Source: an optimization exercise on an open RTL-to-GDS flow (aim: small area). Production flows keep margins and buffers that such runs may drop. Only simulation tests tie the RTL to the original design; equivalence was not proved.

==> run R <==
==> flow/design.v <==
`default_nettype none
package tunnel_pkg;
    localparam int NUM_ROWS = 120;
    localparam int NUM_COLS = 160;
    localparam logic [1:0] WALL_GAP   = 2'b00;
    localparam logic [1:0] WALL_LEFT  = 2'b01;
    localparam logic [1:0] WALL_RIGHT = 2'b10;
    localparam logic [1:0] WALL_EDGE  = 2'b11;
    typedef enum logic [1:0] {
        ST_INIT = 2'd0,
        ST_IDLE = 2'd1,
        ST_GEN  = 2'd2
    } state_e;
    function automatic logic [1:0] wall_code(input logic [7:0] ccol,
                                             input logic [7:0] left,
                                             input logic [7:0] right);
        logic [1:0] code;
        code = WALL_GAP;
        if ((ccol == left) || (ccol == right)) begin
            code = WALL_EDGE;
        end else if (ccol < left) begin
            code = WALL_LEFT;
        end else if (ccol > right) begin
            code = WALL_RIGHT;
        end
        wall_code = code;
    endfunction
endpackage
`default_nettype wire
`default_nettype none
module tunnel_row_ram (
    input  logic        clk_i,
    input  logic        we_i,
    input  logic [6:0]  waddr_i,     
    input  logic        wup_i,
    input  logic        wdn_i,
    input  logic [7:0]  wanchor_i,   
    input  logic [2:0]  rgrp_i,
    output logic [7:0]  ranchor_o,
    output logic [15:1] rup_o,
    output logic [15:1] rdn_o
);
    logic [7:0]  anchor_q [8];
    logic [15:1] up_q     [8];
    logic [15:1] dn_q     [8];
    always_ff @(posedge clk_i) begin
        for (int g = 0; g < 8; g++) begin
            for (int i = 1; i < 16; i++) begin
                if (we_i && waddr_i == 7'(g * 16 + i)) begin
                    up_q[g][i] <= wup_i;
                    dn_q[g][i] <= wdn_i;
                end
            end
            if (we_i && waddr_i == 7'(g * 16 + 15)) begin
                anchor_q[g] <= wanchor_i;
            end
        end
    end
    assign ranchor_o = anchor_q[rgrp_i];
    assign rup_o     = up_q[rgrp_i];
    assign rdn_o     = dn_q[rgrp_i];
endmodule
`default_nettype wire
`default_nettype none
import tunnel_pkg::*;
module tunnel_wall_gen (
    input  logic       clock,
    input  logic       rst,
    input  logic [9:0] Pixel_row,
    input  logic [9:0] Pixel_column,
    input  logic       run,
    input  logic [1:0] speed,
    input  logic [7:0] randomized_value,
    output logic [1:0] wall,
    output logic [7:0] probe_left,
    output logic [7:0] probe_right,
    output logic       ready
);
    localparam logic [7:0] INIT_L = 8'd48;
    localparam logic [7:0] INIT_R = 8'd111;
    logic       ready_q;     
    logic       gen_q;       
    logic [6:0] ptr_q;       
    logic [4:0] shr_q;       
    logic [2:0] frame_cnt_q;
    logic [7:0] top_l_q;     
    logic [1:0] code_q;
    logic       probe_hit_q;
    logic [7:0] rd_l_q;
    logic [7:0] rd_r_q;
    logic [1:0] wall_q;
    logic [7:0] probe_l_q;
    logic [7:0] probe_r_q;
    logic [4:0] w_shr_min;
    logic [7:0] w_width;
    assign w_shr_min = (shr_q > 5'd20) ? 5'd20 : shr_q;
    assign w_width   = 8'd64 - {2'b0, w_shr_min, 1'b0};
    logic w_up, w_dn;
    logic [7:0] w_new_l;
    assign w_up    = (randomized_value[1:0] == 2'b11) && ((top_l_q + w_width) != 8'd159);
    assign w_dn    = (randomized_value[1:0] == 2'b00) && (top_l_q != 8'd1);
    assign w_new_l = top_l_q + {{7{w_dn}}, w_up | w_dn};
    logic [6:0]  w_k;
    logic [7:0]  w_ccol;
    logic [7:0]  w_diff;      
    logic [2:0]  w_grp;
    logic [3:0]  w_j;
    logic [7:0]  w_anchor;
    logic [15:1] w_up_bits;
    logic [15:1] w_dn_bits;
    assign w_k    = Pixel_row[8:2];
    assign w_ccol = Pixel_column[9:2];
    assign w_diff = {4'b0, ptr_q[3:0]} - 8'd1 - {1'b0, w_k};
    assign w_grp  = ptr_q[6:4] + w_diff[6:4];
    assign w_j    = w_diff[3:0];
    tunnel_row_ram u_row_ram (
        .clk_i     (clock),
        .we_i      (gen_q),
        .waddr_i   (ptr_q),
        .wup_i     (w_up),
        .wdn_i     (w_dn),
        .wanchor_i (w_new_l),
        .rgrp_i    (w_grp),
        .ranchor_o (w_anchor),
        .rup_o     (w_up_bits),
        .rdn_o     (w_dn_bits)
    );
    logic        w_open;
    logic [5:0]  w_row_grp;
    logic        w_valid;
    logic [15:1] w_mask;
    logic [3:0]  w_nup, w_ndn;
    logic [7:0]  w_base;
    logic [4:0]  w_row_shr;
    logic [7:0]  w_rd_l;
    logic [7:0]  w_rd_r;
    assign w_open    = ~w_diff[7];
    assign w_row_grp = {1'b0, shr_q} + {{2{w_diff[7]}}, w_diff[7:4]};
    assign w_valid   = ready_q && !w_row_grp[5];
    always_comb begin
        for (int i = 1; i < 16; i++) begin
            w_mask[i] = (4'(i) > w_j) && (!w_open || 4'(i) < ptr_q[3:0]);
        end
        w_nup = '0;
        w_ndn = '0;
        for (int i = 1; i < 16; i++) begin
            w_nup = w_nup + {3'b0, w_mask[i] & w_up_bits[i]};
            w_ndn = w_ndn + {3'b0, w_mask[i] & w_dn_bits[i]};
        end
    end
    assign w_base    = w_open ? top_l_q : w_anchor;
    assign w_row_shr = (w_row_grp[4:0] > 5'd20) ? 5'd20 : w_row_grp[4:0];
    assign w_rd_l    = w_valid ? (w_base - {4'b0, w_nup} + {4'b0, w_ndn}) : INIT_L;
    assign w_rd_r    = w_valid ? (w_rd_l + 8'd63 - {2'b0, w_row_shr, 1'b0}) : INIT_R;
    logic w_frame_end;
    assign w_frame_end = (Pixel_row == 10'd479) && (Pixel_column == 10'd639);
    always_ff @(posedge clock) begin
        if (rst) begin
            ready_q     <= 1'b0;
            gen_q       <= 1'b0;
            ptr_q       <= 7'd0;
            shr_q       <= 5'd0;
            frame_cnt_q <= 3'd0;
            top_l_q     <= INIT_L;
        end else if (!ready_q) begin
            ptr_q <= ptr_q + 7'd1;
            if (ptr_q == 7'd127) begin
                ready_q <= 1'b1;
            end
        end else if (gen_q) begin
            gen_q   <= 1'b0;
            ptr_q   <= ptr_q + 7'd1;
            top_l_q <= w_new_l;
            if (ptr_q[3:0] == 4'd15 && shr_q != 5'd31) begin
                shr_q <= shr_q + 5'd1;
            end
        end else if (w_frame_end && run) begin
            if (frame_cnt_q >= (3'd7 >> speed)) begin
                frame_cnt_q <= 3'd0;
                gen_q       <= 1'b1;
            end else begin
                frame_cnt_q <= frame_cnt_q + 3'd1;
            end
        end
    end
    always_ff @(posedge clock) begin
        code_q      <= tunnel_pkg::wall_code(w_ccol, w_rd_l, w_rd_r);
        probe_hit_q <= (Pixel_row[9:2] == 8'd110) && (w_ccol == 8'd0);
        rd_l_q      <= w_rd_l;
        rd_r_q      <= w_rd_r;
    end
    always_ff @(posedge clock) begin
        if (rst) begin
            wall_q    <= WALL_GAP;
            probe_l_q <= INIT_L;
            probe_r_q <= INIT_R;
        end else begin
            wall_q <= ready_q ? code_q : WALL_GAP;
            if (ready_q && probe_hit_q) begin
                probe_l_q <= rd_l_q;
                probe_r_q <= rd_r_q;
            end
        end
    end
    assign wall        = wall_q;
    assign probe_left  = probe_l_q;
    assign probe_right = probe_r_q;
    assign ready       = ready_q;
endmodule
`default_nettype wire
==> flow/run.sh <==
#!/bin/bash
# synth_recipe.tcl (not shown) runs the flow's synth.tcl, then flattens the netlist and writes it again
# the make line also repeats each setting of config.mk as NAME=value (left out here)
make -C /OpenROAD-flow-scripts/flow DESIGN_CONFIG=/design/flow/config.mk WORK_HOME=/design/flow/orfs CLKGATE_MAP_FILE= SYNTH_SCRIPT=/design/flow/synth_recipe.tcl finish
==> flow/config.mk <==
export PLATFORM = sky130hd
export DESIGN_NAME = tunnel_wall_gen
export DESIGN_NICKNAME = tunnel_wall_gen
export VERILOG_FILES = /design/flow/design.v
export SDC_FILE = /design/flow/constraint.sdc
export NUM_CORES = 4
export LEC_CHECK = 0
export CAP_MARGIN = 20
export CORE_MARGIN = 2
export CORE_UTILIZATION = 40
export SLEW_MARGIN = 20
==> flow/constraint.sdc <==
create_clock -name core_clock -period 8.0 [get_ports {clock}]
set_input_delay 1.6000 -clock core_clock [delete_from_list [all_inputs] [get_ports {clock}]]
set_output_delay 1.6000 -clock core_clock [all_outputs]
set_load 0.01 [all_outputs]
==> inputs of run G, as changes to run R <==
--- a/flow/design.v
+++ b/flow/design.v
@@ -78,16 +78,36 @@
 );
     localparam logic [7:0] INIT_L = 8'd48;
     localparam logic [7:0] INIT_R = 8'd111;
+    function automatic logic [1:0] fa(input logic a, input logic b, input logic c);
+        fa = {(a & b) | (a & c) | (b & c), a ^ b ^ c};
+    endfunction
+    function automatic logic [3:0] pop15(input logic [15:1] x);
+        logic [1:0] a0, a1, a2, a3, a4, b0, b1, c0, c1, c2, d0;
+        a0 = fa(x[1], x[2], x[3]);
+        a1 = fa(x[4], x[5], x[6]);
+        a2 = fa(x[7], x[8], x[9]);
+        a3 = fa(x[10], x[11], x[12]);
+        a4 = fa(x[13], x[14], x[15]);
+        b0 = fa(a0[0], a1[0], a2[0]);
+        b1 = fa(a3[0], a4[0], b0[0]);
+        c0 = fa(a0[1], a1[1], a2[1]);
+        c1 = fa(a3[1], a4[1], b0[1]);
+        c2 = fa(b1[1], c0[0], c1[0]);
+        d0 = fa(c0[1], c1[1], c2[1]);
+        pop15 = {d0[1], d0[0], c2[0], b1[0]};
+    endfunction
     logic       ready_q;     
     logic       gen_q;       
     logic [6:0] ptr_q;       
     logic [4:0] shr_q;       
     logic [2:0] frame_cnt_q;
     logic [7:0] top_l_q;     
-    logic [1:0] code_q;
+    logic [7:0] base_q;
+    logic [3:0] nup_q;
+    logic [3:0] ndn_q;
+    logic [4:0] row_shr_q;
+    logic [7:0] ccol_q;
     logic       probe_hit_q;
-    logic [7:0] rd_l_q;
-    logic [7:0] rd_r_q;
     logic [1:0] wall_q;
     logic [7:0] probe_l_q;
     logic [7:0] probe_r_q;
@@ -132,8 +152,6 @@
     logic [3:0]  w_nup, w_ndn;
     logic [7:0]  w_base;
     logic [4:0]  w_row_shr;
-    logic [7:0]  w_rd_l;
-    logic [7:0]  w_rd_r;
     assign w_open    = ~w_diff[7];
     assign w_row_grp = {1'b0, shr_q} + {{2{w_diff[7]}}, w_diff[7:4]};
     assign w_valid   = ready_q && !w_row_grp[5];
@@ -141,17 +159,36 @@
         for (int i = 1; i < 16; i++) begin
             w_mask[i] = (4'(i) > w_j) && (!w_open || 4'(i) < ptr_q[3:0]);
         end
-        w_nup = '0;
-        w_ndn = '0;
-        for (int i = 1; i < 16; i++) begin
-            w_nup = w_nup + {3'b0, w_mask[i] & w_up_bits[i]};
-            w_ndn = w_ndn + {3'b0, w_mask[i] & w_dn_bits[i]};
-        end
-    end
+    end
+    assign w_nup     = pop15(w_mask & w_up_bits);
+    assign w_ndn     = pop15(w_mask & w_dn_bits);
     assign w_base    = w_open ? top_l_q : w_anchor;
     assign w_row_shr = (w_row_grp[4:0] > 5'd20) ? 5'd20 : w_row_grp[4:0];
-    assign w_rd_l    = w_valid ? (w_base - {4'b0, w_nup} + {4'b0, w_ndn}) : INIT_L;
-    assign w_rd_r    = w_valid ? (w_rd_l + 8'd63 - {2'b0, w_row_shr, 1'b0}) : INIT_R;
+    always_ff @(posedge clock) begin
+        base_q      <= w_valid ? w_base : INIT_L;
+        nup_q       <= w_valid ? w_nup : 4'd0;
+        ndn_q       <= w_valid ? w_ndn : 4'd0;
+        row_shr_q   <= w_valid ? w_row_shr : 5'd0;
+        ccol_q      <= w_ccol;
+        probe_hit_q <= (Pixel_row[9:2] == 8'd110) && (w_ccol == 8'd0);
+    end
+    logic [7:0] w_rd_l;
+    logic [7:0] w_rd_r;
+    assign w_rd_l = base_q - {4'b0, nup_q} + {4'b0, ndn_q};
+    assign w_rd_r = w_rd_l + 8'd63 - {2'b0, row_shr_q, 1'b0};
+    always_ff @(posedge clock) begin
+        if (rst) begin
+            wall_q    <= WALL_GAP;
+            probe_l_q <= INIT_L;
+            probe_r_q <= INIT_R;
+        end else begin
+            wall_q <= ready_q ? tunnel_pkg::wall_code(ccol_q, w_rd_l, w_rd_r) : WALL_GAP;
+            if (ready_q && probe_hit_q) begin
+                probe_l_q <= w_rd_l;
+                probe_r_q <= w_rd_r;
+            end
+        end
+    end
     logic w_frame_end;
     assign w_frame_end = (Pixel_row == 10'd479) && (Pixel_column == 10'd639);
     always_ff @(posedge clock) begin
@@ -183,25 +220,6 @@
             end
         end
     end
-    always_ff @(posedge clock) begin
-        code_q      <= tunnel_pkg::wall_code(w_ccol, w_rd_l, w_rd_r);
-        probe_hit_q <= (Pixel_row[9:2] == 8'd110) && (w_ccol == 8'd0);
-        rd_l_q      <= w_rd_l;
-        rd_r_q      <= w_rd_r;
-    end
-    always_ff @(posedge clock) begin
-        if (rst) begin
-            wall_q    <= WALL_GAP;
-            probe_l_q <= INIT_L;
-            probe_r_q <= INIT_R;
-        end else begin
-            wall_q <= ready_q ? code_q : WALL_GAP;
-            if (ready_q && probe_hit_q) begin
-                probe_l_q <= rd_l_q;
-                probe_r_q <= rd_r_q;
-            end
-        end
-    end
     assign wall        = wall_q;
     assign probe_left  = probe_l_q;
     assign probe_right = probe_r_q;
==> comparison table <==
GP Congestion: run R 0.899; run G 0.841
Endpoint of the most critical register-to-register path: run R code_q[1]; run G ndn_q[2]
Share of cells above drive strength 1: run R 0.220; run G 0.122
Final Instance Count excl. Fillers: run R 2358; run G 2276
Area of the core: run R 44200 um2; run G 45500 um2
Cell Area, Synth: run R 17900 um2; run G 18400 um2
Clk sinks: run R 366; run G 377
Critical path arrival: run R 11520 ps; run G 8160 ps
Cell Count Post-Placement: run R 2254; run G 2204
Layout buffer count excluding clock buffers: run R 257; run G 128
Initial DRC count: run R 998; run G 1192
Adder-cell share of the synthesized area: run R 0.0926; run G 0.0863
Routed wire length: run R 48100 um; run G 46700 um
Post-layout instance area: run R 22300 um2; run G 21400 um2
Result of the run: run R failed layout checks; run G no timing/DRC/antenna violations
Violated checks: run R setup timing; run G -
Worst clock skew on the final layout: run R 16.1 ps; run G 17.4 ps
Width of the die: run R 216 um; run G 219 um

==> re-timing with driven ports <==
Ports are ideal in the flow. The routed layouts listed here were re-timed in OpenROAD.
Step 1 sets driving cells, clkbuf_16 on the clock port and buf_2 on the other inputs (assumed; they add their load-dependent delay and slew).
Step 2 moves the port delays by t, midway between the first and last clock arrival at a register: inputs arrive t later, outputs are due t later. That takes back most of the time a late clock gives input paths.
Three values: no drivers, after step 1, after step 2; two values: the first two.
run	t (ns)	slack for setup (ns)	worst hold slack (ns)
run R	0.625	-3.060 / -3.055 / -3.679	0.433 / 0.433 / 0.433
run G	0.593	0.267 / 0.292 / -0.302	0.457 / 0.457 / 0.457
Met with ideal ports but missed after step 2: setup timing in run G. The setup slack of run R, which loses most, moves by +0.005 ns with the drivers and by -0.619 ns with both steps.
